Source: an optimization exercise on an open RTL-to-GDS flow (aim: small area). Production flows keep margins and buffers that such runs may drop.
RTL that was checked went through simulation tests only; none was proved equivalent to the original.
Power and IR drop assume default switching activity.

rev 12:
## light_cycle_top
module light_cycle_top (
	input  wire       Clk,
	input  wire       rst,
	input  wire       step,
	input  wire       start,
	input  wire [1:0] blue_turn,
	input  wire [1:0] red_turn,
	output wire [7:0] blue_head,
	output wire [7:0] red_head,
	output wire [1:0] score_blue,
	output wire [1:0] score_red,
	output wire       round_over,
	output wire       blue_wins,
	output wire       red_wins,
	output wire       playing
);
For scale: about 230 flip-flops, roughly 32 I/O pins, ~7900 µm² of cells after synthesis.
==> module match_score, before the edit <==
module match_score (
	input  wire       Clk,
	input  wire       rst,
	input  wire       start,
	input  wire       outcome,
	input  wire       blue_crash,
	input  wire       red_crash,
	output wire [1:0] score_blue,
	output wire [1:0] score_red,
	output wire       round_over,
	output wire       round_reset,
	output wire       playing,
	output wire       blue_wins,
	output wire       red_wins
);
	reg  [1:0] blue_points;
	reg  [1:0] red_points;
	reg        in_match;
	reg        started;
	wire       blue_point;
	wire       red_point;
	wire       won;
	assign round_over = outcome && (blue_crash || red_crash);
	assign blue_point = outcome && red_crash && !blue_crash;
	assign red_point = outcome && blue_crash && !red_crash;
	assign won = (blue_point && blue_points == 2'd2) || (red_point && red_points == 2'd2);
	assign score_blue = blue_points + {1'b0, blue_point};
	assign score_red = red_points + {1'b0, red_point};
	assign playing = in_match && !won;
	assign round_reset = started || (round_over && !won);
	assign blue_wins = &score_blue;
	assign red_wins = &score_red;
	always @(posedge Clk)
	begin
		in_match <= !rst && (playing || start);
		started <= !rst && !playing && start;
		if (rst || (!playing && start))
		begin
			blue_points <= 2'd0;
			red_points <= 2'd0;
		end
		else
		begin
			blue_points <= score_blue;
			red_points <= score_red;
		end
	end
endmodule
clock: 4.0 ns
lec_check: 0
cap_margin: 10
core_margin: 2
core_utilization: 65
cts_buf_list: sky130_fd_sc_hd__clkbuf_4
cts_cluster_diameter: 40
cts_cluster_size: 10
gpl_timing_driven: 0
slew_margin: 10
synth_hierarchical: 1
standard.sh (not shown) runs the stock make flow with config.mk's settings and CLKGATE_MAP_FILE= SYNTH_SCRIPT=/design/flow/synth_recipe.tcl, a recipe that flattens the netlist after the stock synthesis.
==> flow/flow/run.sh <==
#!/bin/bash
# Own layout flow: the standard flow (standard.sh, which runs the
# standard synthesis script) with
# - ABC mapping for a light load, so it picks small cells (placement
#   repair sizes up the ones that need it),
# - the smallest buffer on the ports,
# - ABC's buffers removed before placement,
# - clock tree synthesis without dummy loads.
# standard.sh's output goes to standard.log here; each ORFS step logs
# under orfs/logs.
set -euo pipefail
export BUFFER_PORTS_ARGS="-buffer_cell sky130_fd_sc_hd__buf_1"
export REMOVE_ABC_BUFFERS=1
export CTS_ARGS="-sink_clustering_enable -repair_clock_nets -dont_use_dummy_load -buf_list sky130_fd_sc_hd__clkbuf_4 -sink_clustering_size 10 -sink_clustering_max_diameter 40"
bash standard.sh ABC_LOAD_IN_FF=1 finish > standard.log 2>&1
Edits applied to the flow inputs when going from rev 12 to rev 13:
-- flow/design.v --
<<< rev 12, line 384
	wire       blue_point;
	wire       red_point;
	wire       won;
	assign round_over = outcome && (blue_crash || red_crash);
	assign blue_point = outcome && red_crash && !blue_crash;
	assign red_point = outcome && blue_crash && !red_crash;
	assign won = (blue_point && blue_points == 2'd2) || (red_point && red_points == 2'd2);
	assign score_blue = blue_points + {1'b0, blue_point};
	assign score_red = red_points + {1'b0, red_point};
	assign playing = in_match && !won;
	assign round_reset = started || (round_over && !won);
	assign blue_wins = &score_blue;
	assign red_wins = &score_red;
>>> rev 13, line 384
	wire       blue_point;
	wire       red_point;
	assign round_over = outcome && (blue_crash || red_crash);
	assign blue_point = outcome && red_crash && !blue_crash;
	assign red_point = outcome && blue_crash && !red_crash;
	assign score_blue = blue_points + {1'b0, blue_point};
	assign score_red = red_points + {1'b0, red_point};
	assign playing = in_match && !blue_wins && !red_wins;
	assign round_reset = started || (round_over && !blue_wins && !red_wins);
	assign blue_wins = &score_blue;
	assign red_wins = &score_red;
Findings:
Rev 13 against rev 12: non-clock buffer count now sits higher, multi-input gate area in the final layout went down, slew of the pin with the lowest slew margin moved down. Compared with rev 12, in rev 13 net switching power of the design climbed about 1%; hold slack dropped 0.021 ns; sum of net half-perimeters after detailed placement climbed 1.4%; core utilization climbed 0.17 points. Compared with rev 12, in rev 13 power drawn by the clock network now sits at about the same level, synthesized area now sits lower, number of multi-input logic gates now sits lower. Number of nets still failing antenna checks after routing essentially unchanged between rev 12 and rev 13. Critical-path cell with the highest stage delay: sky130_fd_sc_hd__dfxtp_1 -> rev 13, sky130_fd_sc_hd__nand2_1 -> rev 12.
Only the layout flow was run in rev 13; the RTL was not checked for function there.

========
the previous run:
light_cycle_top, a different RTL version from the one above (not shown whole).
Size: roughly 790 cells after synthesis, roughly 230 flip-flops, ~32 I/O pins.
## light_cycle_top
module light_cycle_top (
	input  wire       Clk,
	input  wire       rst,
	input  wire       step,
	input  wire       start,
	input  wire [1:0] blue_turn,
	input  wire [1:0] red_turn,
	output wire [7:0] blue_head,
	output wire [7:0] red_head,
	output wire [1:0] score_blue,
	output wire [1:0] score_red,
	output wire       round_over,
	output wire       blue_wins,
	output wire       red_wins,
	output wire       playing
);
	wire heads_step;
	wire outcome;
	wire blue_crash;
	wire red_crash;
	wire round_reset;
	cycle_motion u_motion (
		.Clk(Clk),
		.rst(rst),
		.step(step),
		.blue_turn(blue_turn),
		.red_turn(red_turn),
		.playing(playing),
		.round_reset(round_reset),
		.heads_step(heads_step),
		.blue_head(blue_head),
		.red_head(red_head)
	);
	trail_collision u_collision (
		.Clk(Clk),
		.rst(rst),
		.heads_step(heads_step),
		.blue_head(blue_head),
		.red_head(red_head),
		.round_reset(round_reset),
		.outcome(outcome),
		.blue_crash(blue_crash),
		.red_crash(red_crash)
	);
	match_score u_score (
		.Clk(Clk),
		.rst(rst),
		.start(start),
		.outcome(outcome),
		.blue_crash(blue_crash),
		.red_crash(red_crash),
		.score_blue(score_blue),
		.score_red(score_red),
		.round_over(round_over),
		.round_reset(round_reset),
		.playing(playing),
		.blue_wins(blue_wins),
		.red_wins(red_wins)
	);
endmodule
==> module trail_predec, before the edit <==
module trail_predec (
	input  wire [1:0] bits,
	output wire [3:0] line
);
	assign line[0] = bits == 2'd0;
	assign line[1] = bits == 2'd1;
	assign line[2] = bits == 2'd2;
	assign line[3] = bits == 2'd3;
endmodule
==> module trail_predec_en, before the edit <==
module trail_predec_en (
	input  wire [1:0] bits,
	input  wire       enable,
	output wire [3:0] line
);
	assign line[0] = enable && bits == 2'd0;
	assign line[1] = enable && bits == 2'd1;
	assign line[2] = enable && bits == 2'd2;
	assign line[3] = enable && bits == 2'd3;
endmodule
==> module trail_line_n, before the edit <==
module trail_line_n (
	input  wire high,
	input  wire low,
	input  wire clear,
	output wire line_n
);
	assign line_n = !((high && low) || clear);
endmodule
==> module trail_line_rd_n, before the edit <==
module trail_line_rd_n (
	input  wire high,
	input  wire low,
	output wire line_n
);
	assign line_n = !(high && low);
endmodule
==> module trail_collision, before the edit <==
module trail_collision (
	input  wire       Clk,
	input  wire       rst,
	input  wire       heads_step,
	input  wire [7:0] blue_head,
	input  wire [7:0] red_head,
	input  wire       round_reset,
	output reg        outcome,
	output reg        blue_crash,
	output reg        red_crash
);
	localparam [7:0] BLUE_START = 8'h82;
	localparam [7:0] RED_START = 8'h8D;
	reg        phase;
	reg        last_turn;
	wire       clear;
	reg        port_blue;
	reg        read_red;
	wire       write;
	wire [7:0] addr;
	wire       border;
	wire       meet;
	wire       zero;
	wire       hit;
	wire [13:0] row_sel_n;
	wire [13:0] row_n;
	wire [13:0] col_n;
	wire [13:0] col_rd_n;
	wire [13:0] row_found;
	assign clear = round_reset;
	assign write = phase && (heads_step || read_red || outcome || last_turn);
	assign border = (addr[7:4] == 4'd0) || (addr[7:4] == 4'd15) ||
	                (addr[3:0] == 4'd0) || (addr[3:0] == 4'd15);
	assign meet = (blue_head == red_head);
	wire [3:0] row_hi;
	wire [3:0] row_hi_write;
	wire [3:0] row_lo;
	wire [3:0] col_hi;
	wire [3:0] col_lo;
	genvar i;
	generate
		for (i = 0; i < 8; i = i + 1)
		begin : g_addr
			trail_addr_bit u_addr (
				.port_blue(port_blue),
				.blue(blue_head[i]),
				.red(red_head[i]),
				.addr(addr[i])
			);
		end
	endgenerate
	trail_predec u_row_hi (.bits(addr[7:6]), .line(row_hi));
	trail_predec_en u_row_hi_write (.bits(addr[7:6]), .enable(write), .line(row_hi_write));
	trail_predec u_row_lo (.bits(addr[5:4]), .line(row_lo));
	trail_predec u_col_hi (.bits(addr[3:2]), .line(col_hi));
	trail_predec u_col_lo (.bits(addr[1:0]), .line(col_lo));
	generate
		for (i = 1; i < 15; i = i + 1)
		begin : g_line
			trail_line_rd_n u_row_sel_n (
				.high(row_hi[i/4]),
				.low(row_lo[i%4]),
				.line_n(row_sel_n[i-1])
			);
			trail_line_n u_row_n (
				.high(row_hi_write[i/4]),
				.low(row_lo[i%4]),
				.clear(clear),
				.line_n(row_n[i-1])
			);
			trail_line_n u_col_n (
				.high(col_hi[i/4]),
				.low(col_lo[i%4]),
				.clear(clear),
				.line_n(col_n[i-1])
			);
			trail_line_rd_n u_col_rd_n (
				.high(col_hi[i/4]),
				.low(col_lo[i%4]),
				.line_n(col_rd_n[i-1])
			);
		end
	endgenerate
	genvar r, c;
	generate
		for (r = 1; r < 15; r = r + 1)
		begin : g_row
			wire [13:0] q;
			for (c = 1; c < 15; c = c + 1)
			begin : g_col
				if (r*16+c == BLUE_START || r*16+c == RED_START)
				begin : g_start
					assign q[c-1] = !phase;
				end
				else
				begin : g_cell
					trail_cell u_cell (
						.Clk(Clk),
						.row_n(row_n[r-1]),
						.col_n(col_n[c-1]),
						.q(q[c-1])
					);
				end
			end
			trail_row_read u_read (
				.q(q),
				.col_n(col_rd_n),
				.row_sel_n(row_sel_n[r-1]),
				.found(row_found[r-1])
			);
		end
	endgenerate
	assign zero = |row_found;
	trail_hit_pick u_hit (
		.zero(zero),
		.if_zero(border || meet || phase),
		.if_one(border || meet || !phase),
		.hit(hit)
	);
	always @(posedge Clk)
	begin
		phase <= !rst && (clear || !phase);
		last_turn <= outcome && !clear;
		port_blue <= !(heads_step || read_red);
		read_red <= heads_step && !rst;
		outcome <= read_red && !rst;
		red_crash <= hit;
		blue_crash <= red_crash;
	end
endmodule
export LEC_CHECK = 0
export CAP_MARGIN = 10
export CORE_MARGIN = 2
export CORE_UTILIZATION = 65
export CTS_BUF_LIST = sky130_fd_sc_hd__clkbuf_4
export CTS_CLUSTER_DIAMETER = 40
export CTS_CLUSTER_SIZE = 10
export GPL_TIMING_DRIVEN = 0
export SLEW_MARGIN = 10
export SYNTH_HIERARCHICAL = 1
create_clock -name core_clock -period 4.0 [get_ports {Clk}]
Scripts as last shown in full above: flow/flow/run.sh
## Diff of input files: the current run against the previous run
-- flow/design.v --
<<< the previous run, line 201
module trail_predec (
	input  wire [1:0] bits,
	output wire [3:0] line
);
	assign line[0] = bits == 2'd0;
	assign line[1] = bits == 2'd1;
	assign line[2] = bits == 2'd2;
	assign line[3] = bits == 2'd3;
endmodule
module trail_predec_en (
	input  wire [1:0] bits,
	input  wire       enable,
	output wire [3:0] line
);
	assign line[0] = enable && bits == 2'd0;
	assign line[1] = enable && bits == 2'd1;
	assign line[2] = enable && bits == 2'd2;
	assign line[3] = enable && bits == 2'd3;
endmodule
module trail_line_n (
	input  wire high,
	input  wire low,
	input  wire clear,
	output wire line_n
);
	assign line_n = !((high && low) || clear);
endmodule
module trail_line_rd_n (
	input  wire high,
	input  wire low,
>>> the current run, line 201
module trail_predec (
	input  wire [1:0] bits,
	input  wire       clear,
	output wire [3:0] line
);
	assign line[0] = clear || bits == 2'd0;
	assign line[1] = clear || bits == 2'd1;
	assign line[2] = clear || bits == 2'd2;
	assign line[3] = clear || bits == 2'd3;
endmodule
module trail_predec_en (
	input  wire [1:0] bits,
	input  wire       enable,
	input  wire       clear,
	output wire [3:0] line
);
	assign line[0] = clear || (enable && bits == 2'd0);
	assign line[1] = clear || (enable && bits == 2'd1);
	assign line[2] = clear || (enable && bits == 2'd2);
	assign line[3] = clear || (enable && bits == 2'd3);
endmodule
module trail_line_n (
	input  wire high,
	input  wire low,
<<< the previous run, line 256
	reg        phase;
	reg        last_turn;
	wire       clear;
	reg        port_blue;
	reg        read_red;
>>> the current run, line 250
	reg        phase;
	reg        last_turn;
	reg        clear;
	reg        port_blue;
	reg        read_red;
<<< the previous run, line 268
	wire [13:0] row_n;
	wire [13:0] col_n;
	wire [13:0] col_rd_n;
	wire [13:0] row_found;
	assign clear = round_reset;
	assign write = phase && (heads_step || read_red || outcome || last_turn);
	assign border = (addr[7:4] == 4'd0) || (addr[7:4] == 4'd15) ||
	                (addr[3:0] == 4'd0) || (addr[3:0] == 4'd15);
	assign meet = (blue_head == red_head);
	wire [3:0] row_hi;
>>> the current run, line 262
	wire [13:0] row_n;
	wire [13:0] col_n;
	wire [13:0] row_found;
	assign write = phase && (heads_step || read_red || outcome || last_turn);
	assign meet = (blue_head == red_head);
	wire [3:0] row_hi;
<<< the previous run, line 292
		end
	endgenerate
	trail_predec u_row_hi (.bits(addr[7:6]), .line(row_hi));
	trail_predec_en u_row_hi_write (.bits(addr[7:6]), .enable(write), .line(row_hi_write));
	trail_predec u_row_lo (.bits(addr[5:4]), .line(row_lo));
	trail_predec u_col_hi (.bits(addr[3:2]), .line(col_hi));
	trail_predec u_col_lo (.bits(addr[1:0]), .line(col_lo));
	generate
		for (i = 1; i < 15; i = i + 1)
		begin : g_line
			trail_line_rd_n u_row_sel_n (
				.high(row_hi[i/4]),
				.low(row_lo[i%4]),
>>> the current run, line 282
		end
	endgenerate
	trail_predec u_row_hi (.bits(addr[7:6]), .clear(clear), .line(row_hi));
	trail_predec_en u_row_hi_write (.bits(addr[7:6]), .enable(write), .clear(clear), .line(row_hi_write));
	trail_predec u_row_lo (.bits(addr[5:4]), .clear(clear), .line(row_lo));
	trail_predec u_col_hi (.bits(addr[3:2]), .clear(clear), .line(col_hi));
	trail_predec u_col_lo (.bits(addr[1:0]), .clear(clear), .line(col_lo));
	generate
		for (i = 1; i < 15; i = i + 1)
		begin : g_line
			trail_line_n u_row_sel_n (
				.high(row_hi[i/4]),
				.low(row_lo[i%4]),
<<< the previous run, line 308
				.high(row_hi_write[i/4]),
				.low(row_lo[i%4]),
				.clear(clear),
				.line_n(row_n[i-1])
			);
>>> the current run, line 298
				.high(row_hi_write[i/4]),
				.low(row_lo[i%4]),
				.line_n(row_n[i-1])
			);
<<< the previous run, line 314
				.high(col_hi[i/4]),
				.low(col_lo[i%4]),
				.clear(clear),
				.line_n(col_n[i-1])
			);
			trail_line_rd_n u_col_rd_n (
				.high(col_hi[i/4]),
				.low(col_lo[i%4]),
				.line_n(col_rd_n[i-1])
			);
		end
>>> the current run, line 303
				.high(col_hi[i/4]),
				.low(col_lo[i%4]),
				.line_n(col_n[i-1])
			);
		end
<<< the previous run, line 347
			trail_row_read u_read (
				.q(q),
				.col_n(col_rd_n),
				.row_sel_n(row_sel_n[r-1]),
				.found(row_found[r-1])
>>> the current run, line 330
			trail_row_read u_read (
				.q(q),
				.col_n(col_n),
				.row_sel_n(row_sel_n[r-1]),
				.found(row_found[r-1])
<<< the previous run, line 353
		end
	endgenerate
	assign zero = |row_found;
	trail_hit_pick u_hit (
>>> the current run, line 336
		end
	endgenerate
	assign border = (row_hi[0] && row_lo[0]) || (row_hi[3] && row_lo[3]) ||
	                (col_hi[0] && col_lo[0]) || (col_hi[3] && col_lo[3]);
	assign zero = |row_found;
	trail_hit_pick u_hit (
<<< the previous run, line 363
	begin
		phase <= !rst && (clear || !phase);
		last_turn <= outcome && !clear;
		port_blue <= !(heads_step || read_red);
		read_red <= heads_step && !rst;
>>> the current run, line 348
	begin
		phase <= !rst && (clear || !phase);
		last_turn <= outcome;
		clear <= round_reset;
		port_blue <= !(heads_step || read_red);
		read_red <= heads_step && !rst;
--- outcome ---
Relative to the previous run, number of multi-input combinational cells has gone down in the current run. Of the previous run and the current run, the lower per-cell via count in the routed design belongs to the current run. Re max-cap check violation count: no difference whatsoever between the current run and the previous run. Summary of the current run over the previous run: non-clock inverter count in the final layout picked up an extra 5, total routing usage reported by global routing lost 3.0 points. Taking the previous run as the reference, in the current run multiplexer share of the synthesized area held, routed wire length went down 2000 µm, wire length of the first global-routing pass went down 8.0%. Taking the previous run as the reference, in the current run register fraction of the total cell area went up by 1.2 points, detailed-route wire length per cell went down by about 8%, minimum setup slack in the final design went up by 0.15 ns, minimum period implied by the final worst setup slack went down by 0.15 ns. The core of the current run is less densely filled than that of the previous run. Placer congestion estimate went down by a few percent going from the previous run to the current run.
Only the layout flow was run in the previous run; the RTL was not checked for function there.

what the ideal ports hide:
The flow's constraints put no driver on any port. The routed layouts listed below were extracted and timed again, unchanged, in two steps. Step 1, drivers: a clkbuf_16 drives Clk and a buf_2 each remaining input, both assumed. Step 2, shift: input delay + t, output delay - t, t = (earliest + latest rising clock arrival at the registers) / 2. This alone moves slack from input paths to output paths. a / b / c = ideal ports / drivers / drivers and shift; a / b = the first two.
run	t (ns)	setup WS [ns]	worst hold slack (ns)	clock arrival spread, ns	pins driven straight from the clock port
rev 12	0.639	0.208 / 0.208 / 0.208	0.382 / 0.366 / 0.401	0.087 / 0.087	1
rev 13	0.682	0.155 / 0.155 / 0.155	0.361 / 0.350 / 0.390	0.049 / 0.049	1
the previous run	0.663	0.084 / 0.084 / 0.084	0.361 / 0.361 / 0.361	0.079 / 0.079	1
the current run	0.667	0.231 / 0.231 / 0.231	0.379 / 0.366 / 0.393	0.038 / 0.038	1
After both steps every run listed still meets setup and hold.
